This is an optimization exercise on Yosys and OpenROAD, whose aim is small area, a short achievable clock period and few clock cycles per item, not a production implementation.
RTL that was checked went through simulation tests only; none was proved equivalent to the original.
The RTL of run 1 was laid out without a check of its function.

File: flow/config.mk
export PLATFORM = sky130hd
export DESIGN_NAME = booth_radix2_multiplier_core
export DESIGN_NICKNAME = booth_radix2_multiplier_core
export VERILOG_FILES = /design/flow/design.v
export SDC_FILE = /design/flow/constraint.sdc
export NUM_CORES = 4
export LEC_CHECK = 0
export ABC_CLOCK_PERIOD_IN_PS = 3200
export CAP_MARGIN = 20
export CORE_MARGIN = 2
export CORE_UTILIZATION = 40
export CTS_BUF_LIST = sky130_fd_sc_hd__clkbuf_8
export PLACE_DENSITY = 0.6
export SETUP_SLACK_MARGIN = 4.0
export SLEW_MARGIN = 20
File: flow/constraint.sdc
create_clock -name core_clock -period 7.2 [get_ports {clock}]
set_input_delay 1.4400 -clock core_clock [delete_from_list [all_inputs] [get_ports {clock}]]
set_output_delay 1.4400 -clock core_clock [all_outputs]
set_load 0.01 [all_outputs]
File: flow/design.v
`default_nettype none
package brm_pkg;
   localparam int IN_W      = 16;
   localparam int PRODUCT_W = 32;
   localparam int MAG_W     = 31;
   localparam int CFG_W     = 5;
   localparam logic [CFG_W-1:0] CFG_RESET = 5'd16;
   localparam logic [CFG_W-1:0] MIN_WIDTH = 5'd2;
   localparam int ROUNDS_PER_STAGE = 2;
endpackage
`default_nettype wire
`default_nettype none
module booth_radix2_multiplier_core #(
   parameter int MAX_WIDTH = 16
) (
   input  logic                      clock,
   input  logic                      reset,
   input  logic                          req_valid,
   output logic                          req_ready,
   input  logic [brm_pkg::IN_W-1:0]      req_multiplicand_bits,
   input  logic [brm_pkg::IN_W-1:0]      req_multiplier_bits,
   output logic                          rsp_valid,
   input  logic                          rsp_ready,
   output logic [brm_pkg::PRODUCT_W-1:0] rsp_product_bits,
   output logic                          rsp_negative,
   output logic [brm_pkg::MAG_W-1:0]     rsp_magnitude,
   input  logic                      csr_write_enable,
   input  logic [brm_pkg::CFG_W-1:0] csr_write_data
);
   logic [15:0] wm, wtop;
   logic [31:0] pmask;
   logic [3:0] nm1_ff;
   always_ff @(posedge clock) begin
      if (reset) begin
         nm1_ff <= 4'd15;
      end else if (csr_write_enable) begin
         nm1_ff <= (csr_write_data < 5'd2) ? 4'd1 : (csr_write_data > 5'd16) ? 4'd15 : 4'(csr_write_data - 5'd1);
      end
   end
   always_comb begin
      for (int i = 0; i < 16; i++) begin
         wm[i] = (4'(i) <= nm1_ff);
      end
   end
   assign wtop = wm & ~(wm >> 1);
   always_comb begin
      for (int i = 0; i < 16; i++) begin
         pmask[2*i]   = wm[i];
         pmask[2*i+1] = wm[i];
      end
   end
   logic        en;
   logic        req_sa, req_sb;
   logic [15:0] ax;
   logic [7:0] one;
   logic [7:0] two;
   logic [7:0] neg;
   logic ng;
   logic [15:0] ax_c;
   logic [15:0] bx_c;
   logic [7:0] one_c;
   logic [7:0] two_c;
   logic [7:0] neg_c;
   logic ng_c;
   logic sx_c;
   logic bl_c;
   assign req_sa = |(req_multiplicand_bits & wtop);
   assign req_sb = |(req_multiplier_bits & wtop);
   assign req_ready = en;
   logic        op_v;
   logic [15:0] ax_q;
   logic [7:0] one_q;
   logic [7:0] two_q;
   logic [7:0] neg_q;
   logic ng_q;
   always_ff @(posedge clock) begin
      if (reset) begin
         op_v <= 1'b0;
      end else if (en) begin
         op_v <= req_valid;
      end
   end
   always_ff @(posedge clock) begin
      if (en) begin
         ax_q <= ax_c;
         one_q <= one_c;
         two_q <= two_c;
         neg_q <= neg_c;
         ng_q <= ng_c;
      end
   end
   assign ax = ax_q;
   assign one = one_q;
   assign two = two_q;
   assign neg = neg_q;
   assign ng = ng_q;
   always_comb begin
      for (int j = 0; j < 16; j++) begin
         ax_c[j] = wm[j] ? req_multiplicand_bits[j] : req_sa;
         bx_c[j] = wm[j] ? req_multiplier_bits[j] : req_sb;
      end
      sx_c = req_sa ^ req_sb;
      ng_c = sx_c & (|(req_multiplicand_bits & wm)) & (|(req_multiplier_bits & wm));
      for (int i = 0; i < 8; i++) begin
         bl_c = (i == 0) ? 1'b0 : bx_c[2*i-1];
         one_c[i] = bx_c[2*i] ^ bl_c;
         two_c[i] = (bx_c[2*i+1] & ~bx_c[2*i] & ~bl_c) | (~bx_c[2*i+1] & bx_c[2*i] & bl_c);
         neg_c[i] = bx_c[2*i+1] ^ sx_c;
      end
   end
   wire pp1 = (one[0] & ax[0]) ^ neg[0];
   wire pp2 = ((one[0] & ax[1]) | (two[0] & ax[0])) ^ neg[0];
   wire pp3 = ((one[0] & ax[2]) | (two[0] & ax[1])) ^ neg[0];
   wire pp4 = ((one[0] & ax[3]) | (two[0] & ax[2])) ^ neg[0];
   wire pp5 = ((one[0] & ax[4]) | (two[0] & ax[3])) ^ neg[0];
   wire pp6 = ((one[0] & ax[5]) | (two[0] & ax[4])) ^ neg[0];
   wire pp7 = ((one[0] & ax[6]) | (two[0] & ax[5])) ^ neg[0];
   wire pp8 = ((one[0] & ax[7]) | (two[0] & ax[6])) ^ neg[0];
   wire pp9 = ((one[0] & ax[8]) | (two[0] & ax[7])) ^ neg[0];
   wire pp10 = ((one[0] & ax[9]) | (two[0] & ax[8])) ^ neg[0];
   wire pp11 = ((one[0] & ax[10]) | (two[0] & ax[9])) ^ neg[0];
   wire pp12 = ((one[0] & ax[11]) | (two[0] & ax[10])) ^ neg[0];
   wire pp13 = ((one[0] & ax[12]) | (two[0] & ax[11])) ^ neg[0];
   wire pp14 = ((one[0] & ax[13]) | (two[0] & ax[12])) ^ neg[0];
   wire pp15 = ((one[0] & ax[14]) | (two[0] & ax[13])) ^ neg[0];
   wire pp16 = ((one[0] & ax[15]) | (two[0] & ax[14])) ^ neg[0];
   wire pp17 = ((one[0] & ax[15]) | (two[0] & ax[15])) ^ neg[0];
   wire ns18 = ~pp17;
   wire u19 = one[0] & ax[0];
   wire un20 = u19 | neg[0];
   wire nu21 = ~u19;
   wire nun22 = ~un20;
   wire pp23 = (one[1] & ax[0]) ^ neg[1];
   wire pp24 = ((one[1] & ax[1]) | (two[1] & ax[0])) ^ neg[1];
   wire pp25 = ((one[1] & ax[2]) | (two[1] & ax[1])) ^ neg[1];
   wire pp26 = ((one[1] & ax[3]) | (two[1] & ax[2])) ^ neg[1];
   wire pp27 = ((one[1] & ax[4]) | (two[1] & ax[3])) ^ neg[1];
   wire pp28 = ((one[1] & ax[5]) | (two[1] & ax[4])) ^ neg[1];
   wire pp29 = ((one[1] & ax[6]) | (two[1] & ax[5])) ^ neg[1];
   wire pp30 = ((one[1] & ax[7]) | (two[1] & ax[6])) ^ neg[1];
   wire pp31 = ((one[1] & ax[8]) | (two[1] & ax[7])) ^ neg[1];
   wire pp32 = ((one[1] & ax[9]) | (two[1] & ax[8])) ^ neg[1];
   wire pp33 = ((one[1] & ax[10]) | (two[1] & ax[9])) ^ neg[1];
   wire pp34 = ((one[1] & ax[11]) | (two[1] & ax[10])) ^ neg[1];
   wire pp35 = ((one[1] & ax[12]) | (two[1] & ax[11])) ^ neg[1];
   wire pp36 = ((one[1] & ax[13]) | (two[1] & ax[12])) ^ neg[1];
   wire pp37 = ((one[1] & ax[14]) | (two[1] & ax[13])) ^ neg[1];
   wire pp38 = ((one[1] & ax[15]) | (two[1] & ax[14])) ^ neg[1];
   wire pp39 = ((one[1] & ax[15]) | (two[1] & ax[15])) ^ neg[1];
   wire ns40 = ~pp39;
   wire u41 = one[1] & ax[0];
   wire un42 = u41 | neg[1];
   wire nu43 = ~u41;
   wire nun44 = ~un42;
   wire pp45 = (one[2] & ax[0]) ^ neg[2];
   wire pp46 = ((one[2] & ax[1]) | (two[2] & ax[0])) ^ neg[2];
   wire pp47 = ((one[2] & ax[2]) | (two[2] & ax[1])) ^ neg[2];
   wire pp48 = ((one[2] & ax[3]) | (two[2] & ax[2])) ^ neg[2];
   wire pp49 = ((one[2] & ax[4]) | (two[2] & ax[3])) ^ neg[2];
   wire pp50 = ((one[2] & ax[5]) | (two[2] & ax[4])) ^ neg[2];
   wire pp51 = ((one[2] & ax[6]) | (two[2] & ax[5])) ^ neg[2];
   wire pp52 = ((one[2] & ax[7]) | (two[2] & ax[6])) ^ neg[2];
   wire pp53 = ((one[2] & ax[8]) | (two[2] & ax[7])) ^ neg[2];
   wire pp54 = ((one[2] & ax[9]) | (two[2] & ax[8])) ^ neg[2];
   wire pp55 = ((one[2] & ax[10]) | (two[2] & ax[9])) ^ neg[2];
   wire pp56 = ((one[2] & ax[11]) | (two[2] & ax[10])) ^ neg[2];
   wire pp57 = ((one[2] & ax[12]) | (two[2] & ax[11])) ^ neg[2];
   wire pp58 = ((one[2] & ax[13]) | (two[2] & ax[12])) ^ neg[2];
   wire pp59 = ((one[2] & ax[14]) | (two[2] & ax[13])) ^ neg[2];
   wire pp60 = ((one[2] & ax[15]) | (two[2] & ax[14])) ^ neg[2];
   wire pp61 = ((one[2] & ax[15]) | (two[2] & ax[15])) ^ neg[2];
   wire ns62 = ~pp61;
   wire u63 = one[2] & ax[0];
   wire un64 = u63 | neg[2];
   wire nu65 = ~u63;
   wire nun66 = ~un64;
   wire pp67 = (one[3] & ax[0]) ^ neg[3];
   wire pp68 = ((one[3] & ax[1]) | (two[3] & ax[0])) ^ neg[3];
   wire pp69 = ((one[3] & ax[2]) | (two[3] & ax[1])) ^ neg[3];
   wire pp70 = ((one[3] & ax[3]) | (two[3] & ax[2])) ^ neg[3];
   wire pp71 = ((one[3] & ax[4]) | (two[3] & ax[3])) ^ neg[3];
   wire pp72 = ((one[3] & ax[5]) | (two[3] & ax[4])) ^ neg[3];
   wire pp73 = ((one[3] & ax[6]) | (two[3] & ax[5])) ^ neg[3];
   wire pp74 = ((one[3] & ax[7]) | (two[3] & ax[6])) ^ neg[3];
   wire pp75 = ((one[3] & ax[8]) | (two[3] & ax[7])) ^ neg[3];
   wire pp76 = ((one[3] & ax[9]) | (two[3] & ax[8])) ^ neg[3];
   wire pp77 = ((one[3] & ax[10]) | (two[3] & ax[9])) ^ neg[3];
   wire pp78 = ((one[3] & ax[11]) | (two[3] & ax[10])) ^ neg[3];
   wire pp79 = ((one[3] & ax[12]) | (two[3] & ax[11])) ^ neg[3];
   wire pp80 = ((one[3] & ax[13]) | (two[3] & ax[12])) ^ neg[3];
   wire pp81 = ((one[3] & ax[14]) | (two[3] & ax[13])) ^ neg[3];
   wire pp82 = ((one[3] & ax[15]) | (two[3] & ax[14])) ^ neg[3];
   wire pp83 = ((one[3] & ax[15]) | (two[3] & ax[15])) ^ neg[3];
   wire ns84 = ~pp83;
   wire u85 = one[3] & ax[0];
   wire un86 = u85 | neg[3];
   wire nu87 = ~u85;
   wire nun88 = ~un86;
   wire pp89 = (one[4] & ax[0]) ^ neg[4];
   wire pp90 = ((one[4] & ax[1]) | (two[4] & ax[0])) ^ neg[4];
   wire pp91 = ((one[4] & ax[2]) | (two[4] & ax[1])) ^ neg[4];
   wire pp92 = ((one[4] & ax[3]) | (two[4] & ax[2])) ^ neg[4];
   wire pp93 = ((one[4] & ax[4]) | (two[4] & ax[3])) ^ neg[4];
   wire pp94 = ((one[4] & ax[5]) | (two[4] & ax[4])) ^ neg[4];
   wire pp95 = ((one[4] & ax[6]) | (two[4] & ax[5])) ^ neg[4];
   wire pp96 = ((one[4] & ax[7]) | (two[4] & ax[6])) ^ neg[4];
   wire pp97 = ((one[4] & ax[8]) | (two[4] & ax[7])) ^ neg[4];
   wire pp98 = ((one[4] & ax[9]) | (two[4] & ax[8])) ^ neg[4];
   wire pp99 = ((one[4] & ax[10]) | (two[4] & ax[9])) ^ neg[4];
   wire pp100 = ((one[4] & ax[11]) | (two[4] & ax[10])) ^ neg[4];
   wire pp101 = ((one[4] & ax[12]) | (two[4] & ax[11])) ^ neg[4];
   wire pp102 = ((one[4] & ax[13]) | (two[4] & ax[12])) ^ neg[4];
   wire pp103 = ((one[4] & ax[14]) | (two[4] & ax[13])) ^ neg[4];
   wire pp104 = ((one[4] & ax[15]) | (two[4] & ax[14])) ^ neg[4];
   wire pp105 = ((one[4] & ax[15]) | (two[4] & ax[15])) ^ neg[4];
   wire ns106 = ~pp105;
   wire u107 = one[4] & ax[0];
   wire un108 = u107 | neg[4];
   wire nu109 = ~u107;
   wire nun110 = ~un108;
   wire pp111 = (one[5] & ax[0]) ^ neg[5];
   wire pp112 = ((one[5] & ax[1]) | (two[5] & ax[0])) ^ neg[5];
   wire pp113 = ((one[5] & ax[2]) | (two[5] & ax[1])) ^ neg[5];
   wire pp114 = ((one[5] & ax[3]) | (two[5] & ax[2])) ^ neg[5];
   wire pp115 = ((one[5] & ax[4]) | (two[5] & ax[3])) ^ neg[5];
   wire pp116 = ((one[5] & ax[5]) | (two[5] & ax[4])) ^ neg[5];
   wire pp117 = ((one[5] & ax[6]) | (two[5] & ax[5])) ^ neg[5];
   wire pp118 = ((one[5] & ax[7]) | (two[5] & ax[6])) ^ neg[5];
   wire pp119 = ((one[5] & ax[8]) | (two[5] & ax[7])) ^ neg[5];
   wire pp120 = ((one[5] & ax[9]) | (two[5] & ax[8])) ^ neg[5];
   wire pp121 = ((one[5] & ax[10]) | (two[5] & ax[9])) ^ neg[5];
   wire pp122 = ((one[5] & ax[11]) | (two[5] & ax[10])) ^ neg[5];
   wire pp123 = ((one[5] & ax[12]) | (two[5] & ax[11])) ^ neg[5];
   wire pp124 = ((one[5] & ax[13]) | (two[5] & ax[12])) ^ neg[5];
   wire pp125 = ((one[5] & ax[14]) | (two[5] & ax[13])) ^ neg[5];
   wire pp126 = ((one[5] & ax[15]) | (two[5] & ax[14])) ^ neg[5];
   wire pp127 = ((one[5] & ax[15]) | (two[5] & ax[15])) ^ neg[5];
   wire ns128 = ~pp127;
   wire u129 = one[5] & ax[0];
   wire un130 = u129 | neg[5];
   wire nu131 = ~u129;
   wire nun132 = ~un130;
   wire pp133 = (one[6] & ax[0]) ^ neg[6];
   wire pp134 = ((one[6] & ax[1]) | (two[6] & ax[0])) ^ neg[6];
   wire pp135 = ((one[6] & ax[2]) | (two[6] & ax[1])) ^ neg[6];
   wire pp136 = ((one[6] & ax[3]) | (two[6] & ax[2])) ^ neg[6];
   wire pp137 = ((one[6] & ax[4]) | (two[6] & ax[3])) ^ neg[6];
   wire pp138 = ((one[6] & ax[5]) | (two[6] & ax[4])) ^ neg[6];
   wire pp139 = ((one[6] & ax[6]) | (two[6] & ax[5])) ^ neg[6];
   wire pp140 = ((one[6] & ax[7]) | (two[6] & ax[6])) ^ neg[6];
   wire pp141 = ((one[6] & ax[8]) | (two[6] & ax[7])) ^ neg[6];
   wire pp142 = ((one[6] & ax[9]) | (two[6] & ax[8])) ^ neg[6];
   wire pp143 = ((one[6] & ax[10]) | (two[6] & ax[9])) ^ neg[6];
   wire pp144 = ((one[6] & ax[11]) | (two[6] & ax[10])) ^ neg[6];
   wire pp145 = ((one[6] & ax[12]) | (two[6] & ax[11])) ^ neg[6];
   wire pp146 = ((one[6] & ax[13]) | (two[6] & ax[12])) ^ neg[6];
   wire pp147 = ((one[6] & ax[14]) | (two[6] & ax[13])) ^ neg[6];
   wire pp148 = ((one[6] & ax[15]) | (two[6] & ax[14])) ^ neg[6];
   wire pp149 = ((one[6] & ax[15]) | (two[6] & ax[15])) ^ neg[6];
   wire ns150 = ~pp149;
   wire u151 = one[6] & ax[0];
   wire un152 = u151 | neg[6];
   wire nu153 = ~u151;
   wire nun154 = ~un152;
   wire pp155 = (one[7] & ax[0]) ^ neg[7];
   wire pp156 = ((one[7] & ax[1]) | (two[7] & ax[0])) ^ neg[7];
   wire pp157 = ((one[7] & ax[2]) | (two[7] & ax[1])) ^ neg[7];
   wire pp158 = ((one[7] & ax[3]) | (two[7] & ax[2])) ^ neg[7];
   wire pp159 = ((one[7] & ax[4]) | (two[7] & ax[3])) ^ neg[7];
   wire pp160 = ((one[7] & ax[5]) | (two[7] & ax[4])) ^ neg[7];
   wire pp161 = ((one[7] & ax[6]) | (two[7] & ax[5])) ^ neg[7];
   wire pp162 = ((one[7] & ax[7]) | (two[7] & ax[6])) ^ neg[7];
   wire pp163 = ((one[7] & ax[8]) | (two[7] & ax[7])) ^ neg[7];
   wire pp164 = ((one[7] & ax[9]) | (two[7] & ax[8])) ^ neg[7];
   wire pp165 = ((one[7] & ax[10]) | (two[7] & ax[9])) ^ neg[7];
   wire pp166 = ((one[7] & ax[11]) | (two[7] & ax[10])) ^ neg[7];
   wire pp167 = ((one[7] & ax[12]) | (two[7] & ax[11])) ^ neg[7];
   wire pp168 = ((one[7] & ax[13]) | (two[7] & ax[12])) ^ neg[7];
   wire pp169 = ((one[7] & ax[14]) | (two[7] & ax[13])) ^ neg[7];
   wire pp170 = ((one[7] & ax[15]) | (two[7] & ax[14])) ^ neg[7];
   wire pp171 = ((one[7] & ax[15]) | (two[7] & ax[15])) ^ neg[7];
   wire ns172 = ~pp171;
   wire u173 = one[7] & ax[0];
   wire un174 = u173 | neg[7];
   wire nu175 = ~u173;
   wire nun176 = ~un174;
   wire s177 = pp11 ^ pp31;
   wire c178 = pp11 & pp31;
   wire s179 = pp12 ^ pp32 ^ pp52;
   wire c180 = (pp12 & pp32) | (pp52 & (pp12 ^ pp32));
   wire s181 = pp13 ^ pp33 ^ pp53;
   wire c182 = (pp13 & pp33) | (pp53 & (pp13 ^ pp33));
   wire s183 = pp73 ^ pp93;
   wire c184 = pp73 & pp93;
   wire s185 = pp14 ^ pp34 ^ pp54;
   wire c186 = (pp14 & pp34) | (pp54 & (pp14 ^ pp34));
   wire s187 = pp74 ^ pp94 ^ pp114;
   wire c188 = (pp74 & pp94) | (pp114 & (pp74 ^ pp94));
   wire s189 = pp15 ^ pp35 ^ pp55;
   wire c190 = (pp15 & pp35) | (pp55 & (pp15 ^ pp35));
   wire s191 = pp75 ^ pp95 ^ pp115;
   wire c192 = (pp75 & pp95) | (pp115 & (pp75 ^ pp95));
   wire s193 = pp135 ^ un152;
   wire c194 = pp135 & un152;
   wire s195 = pp16 ^ pp36 ^ pp56;
   wire c196 = (pp16 & pp36) | (pp56 & (pp16 ^ pp36));
   wire s197 = pp76 ^ pp96 ^ pp116;
   wire c198 = (pp76 & pp96) | (pp116 & (pp76 ^ pp96));
   wire s199 = pp136 ^ pp156 ^ nun176;
   wire c200 = (pp136 & pp156) | (nun176 & (pp136 ^ pp156));
   wire s201 = ns18 ^ pp37 ^ pp57;
   wire c202 = (ns18 & pp37) | (pp57 & (ns18 ^ pp37));
   wire s203 = pp77 ^ pp97 ^ pp117;
   wire c204 = (pp77 & pp97) | (pp117 & (pp77 ^ pp97));
   wire s205 = pp137 ^ pp157 ^ un174;
   wire c206 = (pp137 & pp157) | (un174 & (pp137 ^ pp157));
   wire s207 = 1'b1 ^ pp38 ^ pp58;
   wire c208 = (1'b1 & pp38) | (pp58 & (1'b1 ^ pp38));
   wire s209 = pp78 ^ pp98 ^ pp118;
   wire c210 = (pp78 & pp98) | (pp118 & (pp78 ^ pp98));
   wire s211 = pp138 ^ pp158;
   wire c212 = pp138 & pp158;
   wire s213 = ns40 ^ pp59 ^ pp79;
   wire c214 = (ns40 & pp59) | (pp79 & (ns40 ^ pp59));
   wire s215 = pp99 ^ pp119 ^ pp139;
   wire c216 = (pp99 & pp119) | (pp139 & (pp99 ^ pp119));
   wire s217 = 1'b1 ^ pp60 ^ pp80;
   wire c218 = (1'b1 & pp60) | (pp80 & (1'b1 ^ pp60));
   wire s219 = pp100 ^ pp120;
   wire c220 = pp100 & pp120;
   wire s221 = ns62 ^ pp81 ^ pp101;
   wire c222 = (ns62 & pp81) | (pp101 & (ns62 ^ pp81));
   wire s223 = 1'b1 ^ pp82;
   wire c224 = 1'b1 & pp82;
   wire s225 = pp7 ^ pp27;
   wire c226 = pp7 & pp27;
   wire s227 = pp8 ^ pp28 ^ pp48;
   wire c228 = (pp8 & pp28) | (pp48 & (pp8 ^ pp28));
   wire s229 = pp9 ^ pp29 ^ pp49;
   wire c230 = (pp9 & pp29) | (pp49 & (pp9 ^ pp29));
   wire s231 = pp69 ^ un86;
   wire c232 = pp69 & un86;
   wire s233 = pp10 ^ pp30 ^ pp50;
   wire c234 = (pp10 & pp30) | (pp50 & (pp10 ^ pp30));
   wire s235 = pp70 ^ pp90 ^ nun110;
   wire c236 = (pp70 & pp90) | (nun110 & (pp70 ^ pp90));
   wire s237 = pp51 ^ pp71 ^ pp91;
   wire c238 = (pp51 & pp71) | (pp91 & (pp51 ^ pp71));
   wire s239 = un108 ^ nu131 ^ s177;
   wire c240 = (un108 & nu131) | (s177 & (un108 ^ nu131));
   wire s241 = pp72 ^ pp92 ^ pp112;
   wire c242 = (pp72 & pp92) | (pp112 & (pp72 ^ pp92));
   wire s243 = nun132 ^ c178 ^ s179;
   wire c244 = (nun132 & c178) | (s179 & (nun132 ^ c178));
   wire s245 = pp113 ^ un130 ^ nu153;
   wire c246 = (pp113 & un130) | (nu153 & (pp113 ^ un130));
   wire s247 = s183 ^ c180 ^ s181;
   wire c248 = (s183 & c180) | (s181 & (s183 ^ c180));
   wire s249 = pp134 ^ nun154 ^ c184;
   wire c250 = (pp134 & nun154) | (c184 & (pp134 ^ nun154));
   wire s251 = c182 ^ s185 ^ s187;
   wire c252 = (c182 & s185) | (s187 & (c182 ^ s185));
   wire s253 = nu175 ^ s193 ^ c186;
   wire c254 = (nu175 & s193) | (c186 & (nu175 ^ s193));
   wire s255 = c188 ^ s189 ^ s191;
   wire c256 = (c188 & s189) | (s191 & (c188 ^ s189));
   wire s257 = c194 ^ c190 ^ c192;
   wire c258 = (c194 & c190) | (c192 & (c194 ^ c190));
   wire s259 = s195 ^ s197 ^ s199;
   wire c260 = (s195 & s197) | (s199 & (s195 ^ s197));
   wire s261 = c196 ^ c198 ^ c200;
   wire c262 = (c196 & c198) | (c200 & (c196 ^ c198));
   wire s263 = s201 ^ s203 ^ s205;
   wire c264 = (s201 & s203) | (s205 & (s201 ^ s203));
   wire s265 = s211 ^ c202 ^ c204;
   wire c266 = (s211 & c202) | (c204 & (s211 ^ c202));
   wire s267 = c206 ^ s207 ^ s209;
   wire c268 = (c206 & s207) | (s209 & (c206 ^ s207));
   wire s269 = pp159 ^ c212 ^ c208;
   wire c270 = (pp159 & c212) | (c208 & (pp159 ^ c212));
   wire s271 = c210 ^ s213 ^ s215;
   wire c272 = (c210 & s213) | (s215 & (c210 ^ s213));
   wire s273 = pp140 ^ pp160 ^ s219;
   wire c274 = (pp140 & pp160) | (s219 & (pp140 ^ pp160));
   wire s275 = c214 ^ c216 ^ s217;
   wire c276 = (c214 & c216) | (s217 & (c214 ^ c216));
   wire s277 = pp121 ^ pp141 ^ pp161;
   wire c278 = (pp121 & pp141) | (pp161 & (pp121 ^ pp141));
   wire s279 = c220 ^ c218 ^ s221;
   wire c280 = (c220 & c218) | (s221 & (c220 ^ c218));
   wire s281 = pp102 ^ pp122 ^ pp142;
   wire c282 = (pp102 & pp122) | (pp142 & (pp102 ^ pp122));
   wire s283 = pp162 ^ s223 ^ c222;
   wire c284 = (pp162 & s223) | (c222 & (pp162 ^ s223));
   wire s285 = ns84 ^ pp103 ^ pp123;
   wire c286 = (ns84 & pp103) | (pp123 & (ns84 ^ pp103));
   wire s287 = pp143 ^ pp163 ^ c224;
   wire c288 = (pp143 & pp163) | (c224 & (pp143 ^ pp163));
   wire s289 = 1'b1 ^ pp104 ^ pp124;
   wire c290 = (1'b1 & pp104) | (pp124 & (1'b1 ^ pp104));
   wire s291 = pp144 ^ pp164;
   wire c292 = pp144 & pp164;
   wire s293 = ns106 ^ pp125 ^ pp145;
   wire c294 = (ns106 & pp125) | (pp145 & (ns106 ^ pp125));
   wire s295 = 1'b1 ^ pp126;
   wire c296 = 1'b1 & pp126;
   wire s297 = pp5 ^ pp25;
   wire c298 = pp5 & pp25;
   wire s299 = pp6 ^ pp26 ^ pp46;
   wire c300 = (pp6 & pp26) | (pp46 & (pp6 ^ pp26));
   wire s301 = pp47 ^ un64 ^ nu87;
   wire c302 = (pp47 & un64) | (nu87 & (pp47 ^ un64));
   wire s303 = pp68 ^ nun88 ^ c226;
   wire c304 = (pp68 & nun88) | (c226 & (pp68 ^ nun88));
   wire s305 = nu109 ^ s231 ^ c228;
   wire c306 = (nu109 & s231) | (c228 & (nu109 ^ s231));
   wire s307 = c232 ^ c230 ^ s233;
   wire c308 = (c232 & c230) | (s233 & (c232 ^ c230));
   wire s309 = c234 ^ c236 ^ s237;
   wire c310 = (c234 & c236) | (s237 & (c234 ^ c236));
   wire s311 = c238 ^ s241 ^ c240;
   wire c312 = (c238 & s241) | (c240 & (c238 ^ s241));
   wire s313 = c242 ^ s245 ^ c244;
   wire c314 = (c242 & s245) | (c244 & (c242 ^ s245));
   wire s315 = c246 ^ s249 ^ c248;
   wire c316 = (c246 & s249) | (c248 & (c246 ^ s249));
   wire s317 = c250 ^ s253 ^ c252;
   wire c318 = (c250 & s253) | (c252 & (c250 ^ s253));
   wire s319 = c254 ^ s257 ^ c256;
   wire c320 = (c254 & s257) | (c256 & (c254 ^ s257));
   wire s321 = c258 ^ s261 ^ c260;
   wire c322 = (c258 & s261) | (c260 & (c258 ^ s261));
   wire s323 = c262 ^ s265 ^ c264;
   wire c324 = (c262 & s265) | (c264 & (c262 ^ s265));
   wire s325 = c266 ^ s269 ^ c268;
   wire c326 = (c266 & s269) | (c268 & (c266 ^ s269));
   wire s327 = s273 ^ c270 ^ c272;
   wire c328 = (s273 & c270) | (c272 & (s273 ^ c270));
   wire s329 = s277 ^ c274 ^ c276;
   wire c330 = (s277 & c274) | (c276 & (s277 ^ c274));
   wire s331 = c278 ^ s281 ^ s283;
   wire c332 = (c278 & s281) | (s283 & (c278 ^ s281));
   wire s333 = c282 ^ s285 ^ s287;
   wire c334 = (c282 & s285) | (s287 & (c282 ^ s285));
   wire s335 = s291 ^ c286 ^ s289;
   wire c336 = (s291 & c286) | (s289 & (s291 ^ c286));
   wire s337 = pp165 ^ c292 ^ c290;
   wire c338 = (pp165 & c292) | (c290 & (pp165 ^ c292));
   wire s339 = pp146 ^ pp166 ^ s295;
   wire c340 = (pp146 & pp166) | (s295 & (pp146 ^ pp166));
   wire s341 = ns128 ^ pp147 ^ pp167;
   wire c342 = (ns128 & pp147) | (pp167 & (ns128 ^ pp147));
   wire s343 = 1'b1 ^ pp148;
   wire c344 = 1'b1 & pp148;
   wire s345 = pp3 ^ un20;
   wire c346 = pp3 & un20;
   wire s347 = pp4 ^ pp24 ^ nun44;
   wire c348 = (pp4 & pp24) | (nun44 & (pp4 ^ pp24));
   wire s349 = un42 ^ nu65 ^ s297;
   wire c350 = (un42 & nu65) | (s297 & (un42 ^ nu65));
   wire s351 = nun66 ^ c298 ^ s299;
   wire c352 = (nun66 & c298) | (s299 & (nun66 ^ c298));
   wire s353 = s225 ^ c300 ^ s301;
   wire c354 = (s225 & c300) | (s301 & (s225 ^ c300));
   wire s355 = c302 ^ s227 ^ s303;
   wire c356 = (c302 & s227) | (s303 & (c302 ^ s227));
   wire s357 = s229 ^ c304 ^ s305;
   wire c358 = (s229 & c304) | (s305 & (s229 ^ c304));
   wire s359 = s235 ^ c306 ^ s307;
   wire c360 = (s235 & c306) | (s307 & (s235 ^ c306));
   wire s361 = s239 ^ c308 ^ s309;
   wire c362 = (s239 & c308) | (s309 & (s239 ^ c308));
   wire s363 = c310 ^ s243 ^ s311;
   wire c364 = (c310 & s243) | (s311 & (c310 ^ s243));
   wire s365 = s247 ^ c312 ^ s313;
   wire c366 = (s247 & c312) | (s313 & (s247 ^ c312));
   wire s367 = s251 ^ c314 ^ s315;
   wire c368 = (s251 & c314) | (s315 & (s251 ^ c314));
   wire s369 = s255 ^ c316 ^ s317;
   wire c370 = (s255 & c316) | (s317 & (s255 ^ c316));
   wire s371 = s259 ^ c318 ^ s319;
   wire c372 = (s259 & c318) | (s319 & (s259 ^ c318));
   wire s373 = s263 ^ c320 ^ s321;
   wire c374 = (s263 & c320) | (s321 & (s263 ^ c320));
   wire s375 = s267 ^ c322 ^ s323;
   wire c376 = (s267 & c322) | (s323 & (s267 ^ c322));
   wire s377 = s271 ^ c324 ^ s325;
   wire c378 = (s271 & c324) | (s325 & (s271 ^ c324));
   wire s379 = s275 ^ c326 ^ s327;
   wire c380 = (s275 & c326) | (s327 & (s275 ^ c326));
   wire s381 = s279 ^ c328 ^ s329;
   wire c382 = (s279 & c328) | (s329 & (s279 ^ c328));
   wire s383 = c280 ^ c330 ^ s331;
   wire c384 = (c280 & c330) | (s331 & (c280 ^ c330));
   wire s385 = c284 ^ s333 ^ c332;
   wire c386 = (c284 & s333) | (c332 & (c284 ^ s333));
   wire s387 = c288 ^ s335 ^ c334;
   wire c388 = (c288 & s335) | (c334 & (c288 ^ s335));
   wire s389 = s293 ^ s337 ^ c336;
   wire c390 = (s293 & s337) | (c336 & (s293 ^ s337));
   wire s391 = c294 ^ s339 ^ c338;
   wire c392 = (c294 & s339) | (c338 & (c294 ^ s339));
   wire s393 = c296 ^ s341 ^ c340;
   wire c394 = (c296 & s341) | (c340 & (c296 ^ s341));
   wire s395 = pp168 ^ s343 ^ c342;
   wire c396 = (pp168 & s343) | (c342 & (pp168 ^ s343));
   wire s397 = ns150 ^ pp169 ^ c344;
   wire c398 = (ns150 & pp169) | (c344 & (ns150 ^ pp169));
   wire s399 = 1'b1 ^ pp170;
   wire c400 = 1'b1 & pp170;
   wire p401 = mid_1 ^ mid_2;
   wire g402 = mid_1 & mid_2;
   wire p403 = mid_3 ^ mid_4;
   wire g404 = mid_3 & mid_4;
   wire p405 = mid_5 ^ mid_6;
   wire g406 = mid_5 & mid_6;
   wire p407 = mid_7 ^ mid_8;
   wire g408 = mid_7 & mid_8;
   wire p409 = mid_9 ^ mid_10;
   wire g410 = mid_9 & mid_10;
   wire p411 = mid_11 ^ mid_12;
   wire g412 = mid_11 & mid_12;
   wire p413 = mid_13 ^ mid_14;
   wire g414 = mid_13 & mid_14;
   wire p415 = mid_15 ^ mid_16;
   wire g416 = mid_15 & mid_16;
   wire p417 = mid_17 ^ mid_18;
   wire g418 = mid_17 & mid_18;
   wire p419 = mid_19 ^ mid_20;
   wire g420 = mid_19 & mid_20;
   wire p421 = mid_21 ^ mid_22;
   wire g422 = mid_21 & mid_22;
   wire p423 = mid_23 ^ mid_24;
   wire g424 = mid_23 & mid_24;
   wire p425 = mid_25 ^ mid_26;
   wire g426 = mid_25 & mid_26;
   wire p427 = mid_27 ^ mid_28;
   wire g428 = mid_27 & mid_28;
   wire p429 = mid_29 ^ mid_30;
   wire g430 = mid_29 & mid_30;
   wire p431 = mid_31 ^ mid_32;
   wire g432 = mid_31 & mid_32;
   wire p433 = mid_33 ^ mid_34;
   wire g434 = mid_33 & mid_34;
   wire p435 = mid_35 ^ mid_36;
   wire g436 = mid_35 & mid_36;
   wire p437 = mid_37 ^ mid_38;
   wire g438 = mid_37 & mid_38;
   wire p439 = mid_39 ^ mid_40;
   wire g440 = mid_39 & mid_40;
   wire p441 = mid_41 ^ mid_42;
   wire g442 = mid_41 & mid_42;
   wire p443 = mid_43 ^ mid_44;
   wire g444 = mid_43 & mid_44;
   wire p445 = mid_45 ^ mid_46;
   wire g446 = mid_45 & mid_46;
   wire p447 = mid_47 ^ mid_48;
   wire g448 = mid_47 & mid_48;
   wire p449 = mid_49 ^ mid_50;
   wire g450 = mid_49 & mid_50;
   wire p451 = mid_51 ^ mid_52;
   wire g452 = mid_51 & mid_52;
   wire p453 = mid_53 ^ mid_54;
   wire g454 = mid_53 & mid_54;
   wire p455 = mid_55 ^ mid_56;
   wire g456 = mid_55 & mid_56;
   wire p457 = mid_57 ^ mid_58;
   wire g458 = mid_57 & mid_58;
   wire p459 = mid_59 ^ mid_60;
   wire g460 = mid_59 & mid_60;
   wire T461 = p401 & mid_0;
   wire G462 = g406 | (p405 & g404);
   wire T463 = p405 & p403;
   wire G464 = g410 | (p409 & g408);
   wire T465 = p409 & p407;
   wire G466 = g414 | (p413 & g412);
   wire T467 = p413 & p411;
   wire G468 = g418 | (p417 & g416);
   wire T469 = p417 & p415;
   wire G470 = g422 | (p421 & g420);
   wire T471 = p421 & p419;
   wire G472 = g426 | (p425 & g424);
   wire T473 = p425 & p423;
   wire G474 = g430 | (p429 & g428);
   wire T475 = p429 & p427;
   wire G476 = g434 | (p433 & g432);
   wire T477 = p433 & p431;
   wire G478 = g438 | (p437 & g436);
   wire T479 = p437 & p435;
   wire G480 = g442 | (p441 & g440);
   wire T481 = p441 & p439;
   wire G482 = g446 | (p445 & g444);
   wire T483 = p445 & p443;
   wire G484 = g450 | (p449 & g448);
   wire T485 = p449 & p447;
   wire G486 = g454 | (p453 & g452);
   wire T487 = p453 & p451;
   wire G488 = g458 | (p457 & g456);
   wire T489 = p457 & p455;
   wire G490 = 1'b1 & g460;
   wire T491 = 1'b1 & p459;
   wire G492 = g404 | (p403 & g402);
   wire T493 = p403 & T461;
   wire G494 = G462 | (T463 & g402);
   wire T495 = T463 & T461;
   wire G496 = g412 | (p411 & G464);
   wire T497 = p411 & T465;
   wire G498 = G466 | (T467 & G464);
   wire T499 = T467 & T465;
   wire G500 = g420 | (p419 & G468);
   wire T501 = p419 & T469;
   wire G502 = G470 | (T471 & G468);
   wire T503 = T471 & T469;
   wire G504 = g428 | (p427 & G472);
   wire T505 = p427 & T473;
   wire G506 = G474 | (T475 & G472);
   wire T507 = T475 & T473;
   wire G508 = g436 | (p435 & G476);
   wire T509 = p435 & T477;
   wire G510 = G478 | (T479 & G476);
   wire T511 = T479 & T477;
   wire G512 = g444 | (p443 & G480);
   wire T513 = p443 & T481;
   wire G514 = G482 | (T483 & G480);
   wire T515 = T483 & T481;
   wire G516 = g452 | (p451 & G484);
   wire T517 = p451 & T485;
   wire G518 = G486 | (T487 & G484);
   wire T519 = T487 & T485;
   wire G520 = g460 | (p459 & G488);
   wire T521 = p459 & T489;
   wire G522 = G490 | (T491 & G488);
   wire T523 = T491 & T489;
   wire G524 = g408 | (p407 & G494);
   wire T525 = p407 & T495;
   wire G526 = G464 | (T465 & G494);
   wire T527 = T465 & T495;
   wire G528 = G496 | (T497 & G494);
   wire T529 = T497 & T495;
   wire G530 = G498 | (T499 & G494);
   wire T531 = T499 & T495;
   wire G532 = g424 | (p423 & G502);
   wire T533 = p423 & T503;
   wire G534 = G472 | (T473 & G502);
   wire T535 = T473 & T503;
   wire G536 = G504 | (T505 & G502);
   wire T537 = T505 & T503;
   wire G538 = G506 | (T507 & G502);
   wire T539 = T507 & T503;
   wire G540 = g440 | (p439 & G510);
   wire T541 = p439 & T511;
   wire G542 = G480 | (T481 & G510);
   wire T543 = T481 & T511;
   wire G544 = G512 | (T513 & G510);
   wire T545 = T513 & T511;
   wire G546 = G514 | (T515 & G510);
   wire T547 = T515 & T511;
   wire G548 = g456 | (p455 & G518);
   wire T549 = p455 & T519;
   wire G550 = G488 | (T489 & G518);
   wire T551 = T489 & T519;
   wire G552 = G520 | (T521 & G518);
   wire T553 = T521 & T519;
   wire G554 = G522 | (T523 & G518);
   wire T555 = T523 & T519;
   wire G556 = g416 | (p415 & G530);
   wire T557 = p415 & T531;
   wire G558 = G468 | (T469 & G530);
   wire T559 = T469 & T531;
   wire G560 = G500 | (T501 & G530);
   wire T561 = T501 & T531;
   wire G562 = G502 | (T503 & G530);
   wire T563 = T503 & T531;
   wire G564 = G532 | (T533 & G530);
   wire T565 = T533 & T531;
   wire G566 = G534 | (T535 & G530);
   wire T567 = T535 & T531;
   wire G568 = G536 | (T537 & G530);
   wire T569 = T537 & T531;
   wire G570 = G538 | (T539 & G530);
   wire T571 = T539 & T531;
   wire G572 = g448 | (p447 & G546);
   wire T573 = p447 & T547;
   wire G574 = G484 | (T485 & G546);
   wire T575 = T485 & T547;
   wire G576 = G516 | (T517 & G546);
   wire T577 = T517 & T547;
   wire G578 = G518 | (T519 & G546);
   wire T579 = T519 & T547;
   wire G580 = G548 | (T549 & G546);
   wire T581 = T549 & T547;
   wire G582 = G550 | (T551 & G546);
   wire T583 = T551 & T547;
   wire G584 = G552 | (T553 & G546);
   wire T585 = T553 & T547;
   wire G586 = G554 | (T555 & G546);
   wire T587 = T555 & T547;
   wire G588 = g432 | (p431 & G570);
   wire T589 = p431 & T571;
   wire G590 = G476 | (T477 & G570);
   wire T591 = T477 & T571;
   wire G592 = G508 | (T509 & G570);
   wire T593 = T509 & T571;
   wire G594 = G510 | (T511 & G570);
   wire T595 = T511 & T571;
   wire G596 = G540 | (T541 & G570);
   wire T597 = T541 & T571;
   wire G598 = G542 | (T543 & G570);
   wire T599 = T543 & T571;
   wire G600 = G544 | (T545 & G570);
   wire T601 = T545 & T571;
   wire G602 = G546 | (T547 & G570);
   wire T603 = T547 & T571;
   wire G604 = G572 | (T573 & G570);
   wire T605 = T573 & T571;
   wire G606 = G574 | (T575 & G570);
   wire T607 = T575 & T571;
   wire G608 = G576 | (T577 & G570);
   wire T609 = T577 & T571;
   wire G610 = G578 | (T579 & G570);
   wire T611 = T579 & T571;
   wire G612 = G580 | (T581 & G570);
   wire T613 = T581 & T571;
   wire G614 = G582 | (T583 & G570);
   wire T615 = T583 & T571;
   wire G616 = G584 | (T585 & G570);
   wire T617 = T585 & T571;
   wire G618 = G586 | (T587 & G570);
   wire T619 = T587 & T571;
   logic mid_v;
   logic mid_0;
   logic mid_1;
   logic mid_2;
   logic mid_3;
   logic mid_4;
   logic mid_5;
   logic mid_6;
   logic mid_7;
   logic mid_8;
   logic mid_9;
   logic mid_10;
   logic mid_11;
   logic mid_12;
   logic mid_13;
   logic mid_14;
   logic mid_15;
   logic mid_16;
   logic mid_17;
   logic mid_18;
   logic mid_19;
   logic mid_20;
   logic mid_21;
   logic mid_22;
   logic mid_23;
   logic mid_24;
   logic mid_25;
   logic mid_26;
   logic mid_27;
   logic mid_28;
   logic mid_29;
   logic mid_30;
   logic mid_31;
   logic mid_32;
   logic mid_33;
   logic mid_34;
   logic mid_35;
   logic mid_36;
   logic mid_37;
   logic mid_38;
   logic mid_39;
   logic mid_40;
   logic mid_41;
   logic mid_42;
   logic mid_43;
   logic mid_44;
   logic mid_45;
   logic mid_46;
   logic mid_47;
   logic mid_48;
   logic mid_49;
   logic mid_50;
   logic mid_51;
   logic mid_52;
   logic mid_53;
   logic mid_54;
   logic mid_55;
   logic mid_56;
   logic mid_57;
   logic mid_58;
   logic mid_59;
   logic mid_60;
   logic mid_61;
   always_ff @(posedge clock) begin
      if (reset) begin
         mid_v <= 1'b0;
      end else if (en) begin
         mid_v <= op_v;
      end
   end
   always_ff @(posedge clock) begin
      if (en) begin
         mid_0 <= nu21;
         mid_1 <= pp2;
         mid_2 <= nun22;
         mid_3 <= s345;
         mid_4 <= nu43;
         mid_5 <= s347;
         mid_6 <= c346;
         mid_7 <= s349;
         mid_8 <= c348;
         mid_9 <= s351;
         mid_10 <= c350;
         mid_11 <= s353;
         mid_12 <= c352;
         mid_13 <= s355;
         mid_14 <= c354;
         mid_15 <= s357;
         mid_16 <= c356;
         mid_17 <= s359;
         mid_18 <= c358;
         mid_19 <= s361;
         mid_20 <= c360;
         mid_21 <= s363;
         mid_22 <= c362;
         mid_23 <= s365;
         mid_24 <= c364;
         mid_25 <= s367;
         mid_26 <= c366;
         mid_27 <= s369;
         mid_28 <= c368;
         mid_29 <= s371;
         mid_30 <= c370;
         mid_31 <= s373;
         mid_32 <= c372;
         mid_33 <= s375;
         mid_34 <= c374;
         mid_35 <= s377;
         mid_36 <= c376;
         mid_37 <= s379;
         mid_38 <= c378;
         mid_39 <= s381;
         mid_40 <= c380;
         mid_41 <= s383;
         mid_42 <= c382;
         mid_43 <= s385;
         mid_44 <= c384;
         mid_45 <= s387;
         mid_46 <= c386;
         mid_47 <= s389;
         mid_48 <= c388;
         mid_49 <= s391;
         mid_50 <= c390;
         mid_51 <= s393;
         mid_52 <= c392;
         mid_53 <= s395;
         mid_54 <= c394;
         mid_55 <= s397;
         mid_56 <= c396;
         mid_57 <= s399;
         mid_58 <= c398;
         mid_59 <= ns172;
         mid_60 <= c400;
         mid_61 <= ng;
      end
   end
   logic [31:0] prod_w;
   logic [30:0] mag_w;
   assign prod_w = {(mid_61 ? ~(1'b1 ^ G616) : (1'b1 ^ (G616 | T617))), (mid_61 ? ~(p459 ^ G614) : (p459 ^ (G614 | T615))), (mid_61 ? ~(p457 ^ G612) : (p457 ^ (G612 | T613))), (mid_61 ? ~(p455 ^ G610) : (p455 ^ (G610 | T611))), (mid_61 ? ~(p453 ^ G608) : (p453 ^ (G608 | T609))), (mid_61 ? ~(p451 ^ G606) : (p451 ^ (G606 | T607))), (mid_61 ? ~(p449 ^ G604) : (p449 ^ (G604 | T605))), (mid_61 ? ~(p447 ^ G602) : (p447 ^ (G602 | T603))), (mid_61 ? ~(p445 ^ G600) : (p445 ^ (G600 | T601))), (mid_61 ? ~(p443 ^ G598) : (p443 ^ (G598 | T599))), (mid_61 ? ~(p441 ^ G596) : (p441 ^ (G596 | T597))), (mid_61 ? ~(p439 ^ G594) : (p439 ^ (G594 | T595))), (mid_61 ? ~(p437 ^ G592) : (p437 ^ (G592 | T593))), (mid_61 ? ~(p435 ^ G590) : (p435 ^ (G590 | T591))), (mid_61 ? ~(p433 ^ G588) : (p433 ^ (G588 | T589))), (mid_61 ? ~(p431 ^ G570) : (p431 ^ (G570 | T571))), (mid_61 ? ~(p429 ^ G568) : (p429 ^ (G568 | T569))), (mid_61 ? ~(p427 ^ G566) : (p427 ^ (G566 | T567))), (mid_61 ? ~(p425 ^ G564) : (p425 ^ (G564 | T565))), (mid_61 ? ~(p423 ^ G562) : (p423 ^ (G562 | T563))), (mid_61 ? ~(p421 ^ G560) : (p421 ^ (G560 | T561))), (mid_61 ? ~(p419 ^ G558) : (p419 ^ (G558 | T559))), (mid_61 ? ~(p417 ^ G556) : (p417 ^ (G556 | T557))), (mid_61 ? ~(p415 ^ G530) : (p415 ^ (G530 | T531))), (mid_61 ? ~(p413 ^ G528) : (p413 ^ (G528 | T529))), (mid_61 ? ~(p411 ^ G526) : (p411 ^ (G526 | T527))), (mid_61 ? ~(p409 ^ G524) : (p409 ^ (G524 | T525))), (mid_61 ? ~(p407 ^ G494) : (p407 ^ (G494 | T495))), (mid_61 ? ~(p405 ^ G492) : (p405 ^ (G492 | T493))), (mid_61 ? ~(p403 ^ g402) : (p403 ^ (g402 | T461))), (mid_61 ? ~(p401 ^ 1'b0) : (p401 ^ (1'b0 | mid_0))), (mid_61 ? ~mid_0 : ~mid_0)} & pmask;
   assign mag_w  = {(p459 ^ (G614 | T615)), (p457 ^ (G612 | T613)), (p455 ^ (G610 | T611)), (p453 ^ (G608 | T609)), (p451 ^ (G606 | T607)), (p449 ^ (G604 | T605)), (p447 ^ (G602 | T603)), (p445 ^ (G600 | T601)), (p443 ^ (G598 | T599)), (p441 ^ (G596 | T597)), (p439 ^ (G594 | T595)), (p437 ^ (G592 | T593)), (p435 ^ (G590 | T591)), (p433 ^ (G588 | T589)), (p431 ^ (G570 | T571)), (p429 ^ (G568 | T569)), (p427 ^ (G566 | T567)), (p425 ^ (G564 | T565)), (p423 ^ (G562 | T563)), (p421 ^ (G560 | T561)), (p419 ^ (G558 | T559)), (p417 ^ (G556 | T557)), (p415 ^ (G530 | T531)), (p413 ^ (G528 | T529)), (p411 ^ (G526 | T527)), (p409 ^ (G524 | T525)), (p407 ^ (G494 | T495)), (p405 ^ (G492 | T493)), (p403 ^ (g402 | T461)), (p401 ^ (1'b0 | mid_0)), ~mid_0};
   logic        out_v;
   logic [31:0] prod_ff;
   logic [29:1] mag_ff;
   logic        neg_ff;
   assign en = !out_v || rsp_ready;
   always_ff @(posedge clock) begin
      if (reset) begin
         out_v <= 1'b0;
      end else if (en) begin
         out_v <= mid_v;
      end
   end
   always_ff @(posedge clock) begin
      if (en) begin
         prod_ff <= prod_w;
         mag_ff  <= mag_w[29:1];
         neg_ff  <= mid_61;
      end
   end
   assign rsp_valid        = out_v;
   assign rsp_product_bits = prod_ff;
   assign rsp_magnitude    = {prod_ff[30] & ~neg_ff, mag_ff, prod_ff[0]};
   assign rsp_negative     = neg_ff;
endmodule
`default_nettype wire
File: flow/flow/run.sh
#!/bin/bash
# Layout flow: the standard ORFS flow (standard.sh) with two changes:
#  1. synthesis: the same script, except that Yosys's "synth -run fine:" step
#     gets -noabc, so the quick ABC pass there does not re-encode the adder
#     trees before extract_fa (it leaves fewer inverters around the fa/ha
#     cells); flops, hierarchy flattening and renaming are as in synth_recipe.tcl.
#  2. port buffers are sky130_fd_sc_hd__buf_2 instead of the delay cell that
#     buffer_ports picks by default.
# Each tool's output goes to the ORFS logs under orfs/logs; make's own output
# goes to flow_make.log here.
set -euo pipefail
here=$(pwd)
sed 's|^proc synth {args} { yosys synth -nofsm -noshare {\*}\$args }|proc synth {args} { if {[lsearch -exact $args fine:] >= 0} { lappend args -noabc }; yosys synth -nofsm -noshare {*}$args }|' synth_recipe.tcl > flow_synth.tcl
grep -q -- '-noabc' flow_synth.tcl
sed -e "s|SYNTH_SCRIPT=[^ ]*|SYNTH_SCRIPT=$here/flow_synth.tcl|" \
    -e 's|"\${@:-finish}"|BUFFER_PORTS_ARGS="-buffer_cell sky130_fd_sc_hd__buf_2" "${@:-finish}"|' standard.sh > flow_standard_mod.sh
grep -q flow_synth.tcl flow_standard_mod.sh
bash flow_standard_mod.sh > flow_make.log 2>&1
File: flow/standard.sh
#!/bin/bash
# synth_recipe.tcl (not shown) runs the flow's synth.tcl, then flattens the netlist and writes it again
# the make line also repeats each setting of config.mk as NAME=value (left out here)
make -C /OpenROAD-flow-scripts/flow DESIGN_CONFIG=/design/flow/config.mk WORK_HOME=/design/flow/orfs CLKGATE_MAP_FILE= SYNTH_SCRIPT=/design/flow/synth_recipe.tcl "${@:-finish}"
==> results of run 1 <==
[registers in the layout, summed over array words and instances (netlist names), 4 cells and up]
register and flops:
prod_ff 32, nm1_ff 4, one_q 8, mag_ff 29, ax_q 16, two_q 8
neg_q 8
[final timing paths]
kind	to	slack, ps	cells past startpoint
max	req_ready	3970	3
max reg2reg	mid_31	4050	7
min	out_v	450	2
min reg2reg	out_v	450	2
[final cells by class]
| class | instances | area (µm²) |
|---|---|---|
| clock buffers | 17 | 234 |
| clock inverters | 15 | 186 |
| fillers | 3031 | 17300 |
| inverters | 82 | 308 |
| multi-input cells | 911 | 8170 |
| flip-flops and latches | 172 | 5100 |
| well taps | 448 | 561 |
| repair buffers | 242 | 1780 |
[logic make-up after synthesis]
| logic type | Yosys count |
|---|---|
| AOI/OAI and AO/OA | 316 |
| xor gates and xnor gates | 195 |
| muxes | 36 |
| and+or+nand+nor | 217 |
| DFF | 172 |
| buffers and inverters | 190 |
| adders and majority gates | 145 |
[metrics by stage]
stage / worst slack [ps] / area [µm²] / cells / hold WS, ps
3_3_place_gp: 3280 / 14400 / 1724 / 435
5_1_grt: 3960 / 16300 / 1887 / 475
4_1_cts: 3920 / 16000 / 1871 / 459
6_report: 3970 / 16300 / 1887 / 452
3_5_place_dp: 3240 / 14400 / 1724 / 435
2_1_floorplan: 3090 / 13700 / 1271 / 400
[repair_timing]
item / 4_1_cts / 5_1_grt
gates resized for setup: 19 / 56
buffers inserted: 113 / 16
setup endpoints to repair: 115 / 51
pin swaps: 5 / 27
gates cloned: 2 / 0
[cells in the final DEF (no fill, tap or decap), types with 27 or more instances in the layout]
cell type,instances
a21oi_1,58
a22oi_1,108
buf_2,105
buf_4,116
edfxtp_1,165
fa_1,90
ha_1,41
inv_1,78
mux2i_1,27
nand2_1,54
nor2_1,75
o21ai_0,32
xnor2_1,145
xor2_1,47
[metal layers]
layer  vias up  routed length, µm  GRT usage, %
met3        76               2900          4.21
met2       469              15600          30.2
met1      4917              16400          29.2
met5         -                  0             0
li1       4820                  -             -
met4         0               1080          7.54
[critical path, stage by stage]
cell	delay, ps
buf_8	90
nand2b_4	130
buf_6	120
==> key figures, run 1 <==
Status
  – Result of the run: timing/DRC/antenna clean

Die
  – Die Wd: 189 µm
  – Num rows: 67
  – Die footprint: 35700 µm²
  – Initial Util: 40.7%
  – Io pins: 108
  – Die height: 189 µm
  – CORE AREA: 33600 µm²

STA
  – Tcrit/Tclk final: 44.8%
  – Clock Skews: 13.9 ps
  – Hold Fails Final Rpt: 0
  – Max-slew violation count: 0
  – Post-route setup TNS: 0 ps
  – Unrepaired setup endpoints after global routing: yes
  – Max-slew headroom: 27.3%
  – Max Fclk: 310 MHz
  – Slew @ Worst Pin: 1090 ps
  – Setup violators final: 0
  – Period minus WS final: 3230 ps

Synth
  – Most frequent cells after synthesis: edfxtp_1, xnor2_1, a22oi_1
  – Count of cell types in the netlist: 70
  – Compound-cell area share of the yosys netlist: 15.9%
  – Synth Area in Simple Gates: 7.40%
  – Synth Area in XOR/XNOR: 12.5%
  – Cell taking the most area after synthesis: edfxtp_1
  – FFs w/ async S/R, synth: 0%
  – Most frequent cell after synthesis: edfxtp_1
  – Main synth FF type: edfxtp_1
  – Cell area after synthesis: 13700 µm²
  – Number of synthesized flops with an enable pin: 165
  – Largest family of logic cells by synthesized area: adder cells
  – Yosys Warn Count: 1
  – Share of the synthesized area in the top cell type: 36.3%
  – Post-Synthesis Net Count: 1458
  – Gate Count Post-Synth: 1271
  – Post-Synth Adder-Cell Area: 18.8%
  – Mux cell area share after synthesis: 2.82%
  – Count of state elements after synthesis: 172
  – Mean area per synthesized cell: 10.8 µm²
  – Synth area leaders: edfxtp_1, fa_1, xnor2_1
  – Sequential area share after synthesis: 37.3%

Worst hold path
  – HP Start: mid_v
  – Min-Delay Path Class: register to register

Final layout
  – Util after Layout: 48.6%
  – Layout cells sized above 1: 25.2%
  – Area growth syn-to-layout: 19.5%
  – # diodes: 0
  – Nets: 1613

Clock tree
  – Clock Latency Late Sink: 490 ps
  – H-tree depth: 4
  – Clock root cell: clkbuf_8
  – Clock-pin slew on the worst setup and hold paths: 90 ps
  – Hold_buf cts: 0
  – CTS tree: yes
  – CTS buffer count: 17
  – Clk sink count: 172
  – Max Root-Sink Buffers: 2

Placed design
  – IO Port Bufs: 107
  – Post-DP HPWL: 25.1 mm
  – Routability cong.: 0.920

Drt
  – Initial DRC Count: 916
  – Vias per cell: 5.45
  – DR vias: 10.3k
  – WL final: 36.1 mm
  – Drc violations: 0
  – Antenna Violating Nets Remaining: 0
  – First-pass DRT Iterations: 5
  – WL/cell: 19.1 µm

GRT
  – Initial antenna violation count: 0
  – Vias in the first global route: 9974
  – Grt total ovfl: 0
  – First-pass GRT wire length: 56.2 mm
  – Overall Global Routing Usage: 20.3%
  – Largest net degree at the start of global routing: 71

Setup path
  – Worst setup startpoint: rsp_ready
  – Startpoint Class: primary input
  – Critical path fanouts, max: 2
  – R2R Path Start: one_q[1]
  – Setup CP Type: primary input to output pin
  – CP required: 5760 ps
  – Critical Path AT: 1790 ps
  – CP endpoint kind: output pin

Run
  – Number of max-cap violations: 0
==> run 2, diff against run 1 <==
--- a/flow/design.v
+++ b/flow/design.v
@@ -872,5 +872,5 @@
    logic [29:1] mag_ff;
    logic        neg_ff;
-   assign en = !out_v || rsp_ready;
+   assign en = rsp_ready;
    always_ff @(posedge clock) begin
       if (reset) begin
--- a/flow/config.mk
+++ b/flow/config.mk
@@ -14,2 +14,3 @@
 export SETUP_SLACK_MARGIN = 4.0
 export SLEW_MARGIN = 20
+export TNS_END_PERCENT = 10
==> key figures, run 2 <==
Final layout
  – Fill cell total of the finished layout: 3053
  – Top Registers: prod_ff (32), mag_ff (29), ax_q (16)
  – Commonest non-fill, non-tap cells in the layout: edfxtp_1, xnor2_1, a22oi_1
  – Area growth syn-to-layout: 17.6%
  – Final Cell Area: 16100 µm²
  – FF/Latch Area: 5100 µm²
  – # diodes: 0
  – Top reg by flops: prod_ff
  – Nets: 1579
  – Max FFs per register: 32
  – Area of the multi-input gates: 7950 µm²
  – Most common cell after layout, fill and taps aside: edfxtp_1
  – Layout cells sized above 1: 21.9%
  – Non-Filler Instances: 1853
  – Util after Layout: 47.8%

Drt
  – First-pass DRT Iterations: 5
  – Initial DRC Count: 964
  – WL final: 37.1 mm
  – WL/cell: 20.0 µm
  – DR vias: 10.2k
  – Drc violations: 0
  – Antenna Violating Nets Remaining: 0
  – Vias per cell: 5.51

Status
  – Result of the run: timing/DRC/antenna clean

STA
  – Post-route setup TNS: 0 ps
  – Hold Fails Final Rpt: 0
  – Max Fclk: 310 MHz
  – Unrepaired setup endpoints after global routing: yes
  – Tcrit/Tclk final: 44.8%
  – Post-route worst setup slack: 3970 ps
  – Period minus WS final: 3230 ps
  – Setup violators final: 0
  – Max-slew violation count: 0
  – Max-slew headroom: 28.6%
  – Clock Skews: 23.9 ps
  – Worst Hold Slack: 446 ps
  – Slew @ Worst Pin: 1060 ps

Setup path
  – Critical Path AT: 3450 ps
  – CP endpoint kind: register
  – Startpoint Class: register
  – Cell mode on critical path: fa_1
  – R2r setup slk: 3970 ps
  – Crit-path slowest cell: fa_1
  – Critical path's largest stage delay: 550 ps
  – CP required: 7420 ps
  – CP cell instances: buf_4, a22oi_1, xnor2_1, fa_1, fa_1, fa_1, fa_1
  – Reg2reg end: mid_31
  – R2R Path Start: ax_q[15]
  – Critical path fanouts, max: 3
  – Reg2Reg Depth: 7
  – Setup CP Type: register to register

Synth
  – Cell taking the most area after synthesis: edfxtp_1
  – Count of cell types in the netlist: 78
  – Main synth FF type: edfxtp_1
  – Share of the synthesized area in the top cell type: 36.3%
  – Most frequent cell after synthesis: edfxtp_1
  – Number of synthesized flops with an enable pin: 165
  – FFs w/ async S/R, synth: 0%
  – Count of state elements after synthesis: 172
  – Gate Count Post-Synth: 1257
  – Synth area leaders: edfxtp_1, fa_1, xnor2_1
  – Most frequent cells after synthesis: edfxtp_1, xnor2_1, a22oi_1
  – Yosys Warn Count: 1
  – Mean area per synthesized cell: 10.9 µm²
  – Post-Synthesis Net Count: 1444
  – Cell area after synthesis: 13700 µm²
  – Sequential area share after synthesis: 37.3%

Clock tree
  – CTS buffer count: 17
  – CTS tree: yes
  – Clk sink count: 172
  – H-tree depth: 4
  – Clock Latency Late Sink: 490 ps
  – Hold_buf cts: 0
  – Max Root-Sink Buffers: 2
  – Clock root cell: clkbuf_8
  – Clock-pin slew on the worst setup and hold paths: 100 ps

Placed design
  – Routability cong.: 0.918
  – Post-Place Cell Area: 14400 µm²
  – Post-DP HPWL: 25.9 mm
  – DP Cell Count: 1714
  – Post-Place Worst Slack: 3430 ps
  – IO Port Bufs: 107

Worst hold path
  – Min-Delay Path Class: register to register
  – WHS Path Cells: 0
  – HP Start: ng_q
  – Hold Crit Endpoint: mid_61

Die
  – Die Wd: 189 µm
  – Initial Util: 40.6%
  – CORE AREA: 33600 µm²
  – Die footprint: 35600 µm²
  – Num rows: 67
  – Io pins: 108
  – Die height: 189 µm

GRT
  – Overall Global Routing Usage: 21.1%
  – First-pass GRT wire length: 57.7 mm
  – Largest net degree at the start of global routing: 70
  – Initial antenna violation count: 0
  – Grt total ovfl: 0
  – Vias in the first global route: 10.0k

Run
  – Number of max-cap violations: 0
## run 2: cell count changes in the layout (fill, tap and decap cells not counted), moves of 6 or more
cell,previous run,this run
a21o_1,11,17
a22oi_1,108,120
a22oi_2,15,2
buf_12,16,23
buf_4,116,94
fa_1,90,99
fa_2,10,1
inv_1,78,70
nand3_1,16,10
nand3b_1,0,6
nor2_1,75,81
or3_1,10,4
## run 2: worst max-delay path by stage
| stage | from | end | slack, ps | cells after the start |
|---|---|---|---|---|
| CTS | mid_21 | prod_ff[17] | 3860 | 11 |
| finish | ax_q[15] | mid_31 | 3970 | 7 |
| floorplan | one_q[1] | mid_25 | 3990 | 8 |
| global route | one_q[0] | mid_23 | 3880 | 8 |
| global placement | rsp_ready | mag_ff[6] | 3490 | 3 |
| detailed placement | rsp_ready | mag_ff[7] | 3430 | 3 |
## run 2: cell families (layout without fill, tap and decap cells)
| kind of cell | after synthesis | after routing | synth area share, % |
|---|---|---|---|
| flops | 172 | 172 | 37.3 |
| simple gates | 224 | 224 | 7.96 |
| buf+inv | 181 | 329 | 5.17 |
| xor+xnor | 196 | 196 | 12.6 |
| mux | 30 | 30 | 2.44 |
| fa+ha+maj | 145 | 145 | 18.8 |
| compound gates | 309 | 309 | 15.7 |
## run 2: cell type report
| class | instances | share of cell area [%] |
|---|---|---|
| Inverter | 71 | 1.66 |
| Clock inverter | 15 | 1.04 |
| Sequential cell | 172 | 31.7 |
| Timing Repair Buffer | 226 | 11.2 |
| Multi-Input combinational cell | 904 | 49.5 |
| Clock buffer | 17 | 1.46 |
| Tap cell | 448 | 3.49 |
## run 2: critical path, delay by kind of cell, from the launching register on
kind / cells / cell delay, ps
fa+ha+maj: 4 / 1980
flops: 1 / 470
compound gates: 1 / 200
buf+inv: 1 / 190
xor+xnor: 1 / 120
## run 2: repair_timing
action                     CTS  global route
pin swaps                    1             3
resized for setup           16            11
gates cloned                 2             0
buffers inserted           103             2
setup endpoints to repair   93            39
## run 2: per-layer routing
metal / GRT usage [%] / share of wire [%] / up-vias
li1: - / - / 4726
met1: 28.6 / 44 / 4979
met5: 0 / 0 / -
met3: 4.30 / 7.2 / 68
met4: 9.25 / 3.5 / 0
met2: 32.9 / 46 / 444
Testbench counts of run 2, summed over its fixed seeds: cycles 8,024, items 8,000.

static timing again, ports no longer ideal:
In the flow no input, the clock included, has a driving cell. The finished layouts below were timed again as built, in two steps.
Step 1 (the two cells are an assumption about what drives the block):
set clk [get_ports {clock}]
set_driving_cell -lib_cell sky130_fd_sc_hd__clkbuf_16 $clk
set_driving_cell -lib_cell sky130_fd_sc_hd__buf_2 [delete_from_list [all_inputs] $clk]
Step 2, shift: input delay + t, output delay - t, t = (earliest + latest rising clock arrival at the registers) / 2. This alone moves slack from input paths to output paths.
a / b / c = no drivers / after step 1 / after step 2; a / b = the first two.
| run | shift t [ns] | setup slack, ns | hold slack, ns | slew at the worst register clock pin (ns) |
|---|---|---|---|---|
| run 1 | 0.532 | 3.971 / 3.933 / 3.565 | 0.452 / 0.452 / 0.452 | 0.10 / 0.10 |
| run 2 | 0.530 | 3.972 / 3.805 / 3.567 | 0.446 / 0.446 / 0.446 | 0.11 / 0.11 |
After both steps setup and hold are still met in every run listed. The setup slack of run 1, which loses most, moves by -0.038 ns with the drivers and by -0.406 ns with both steps.
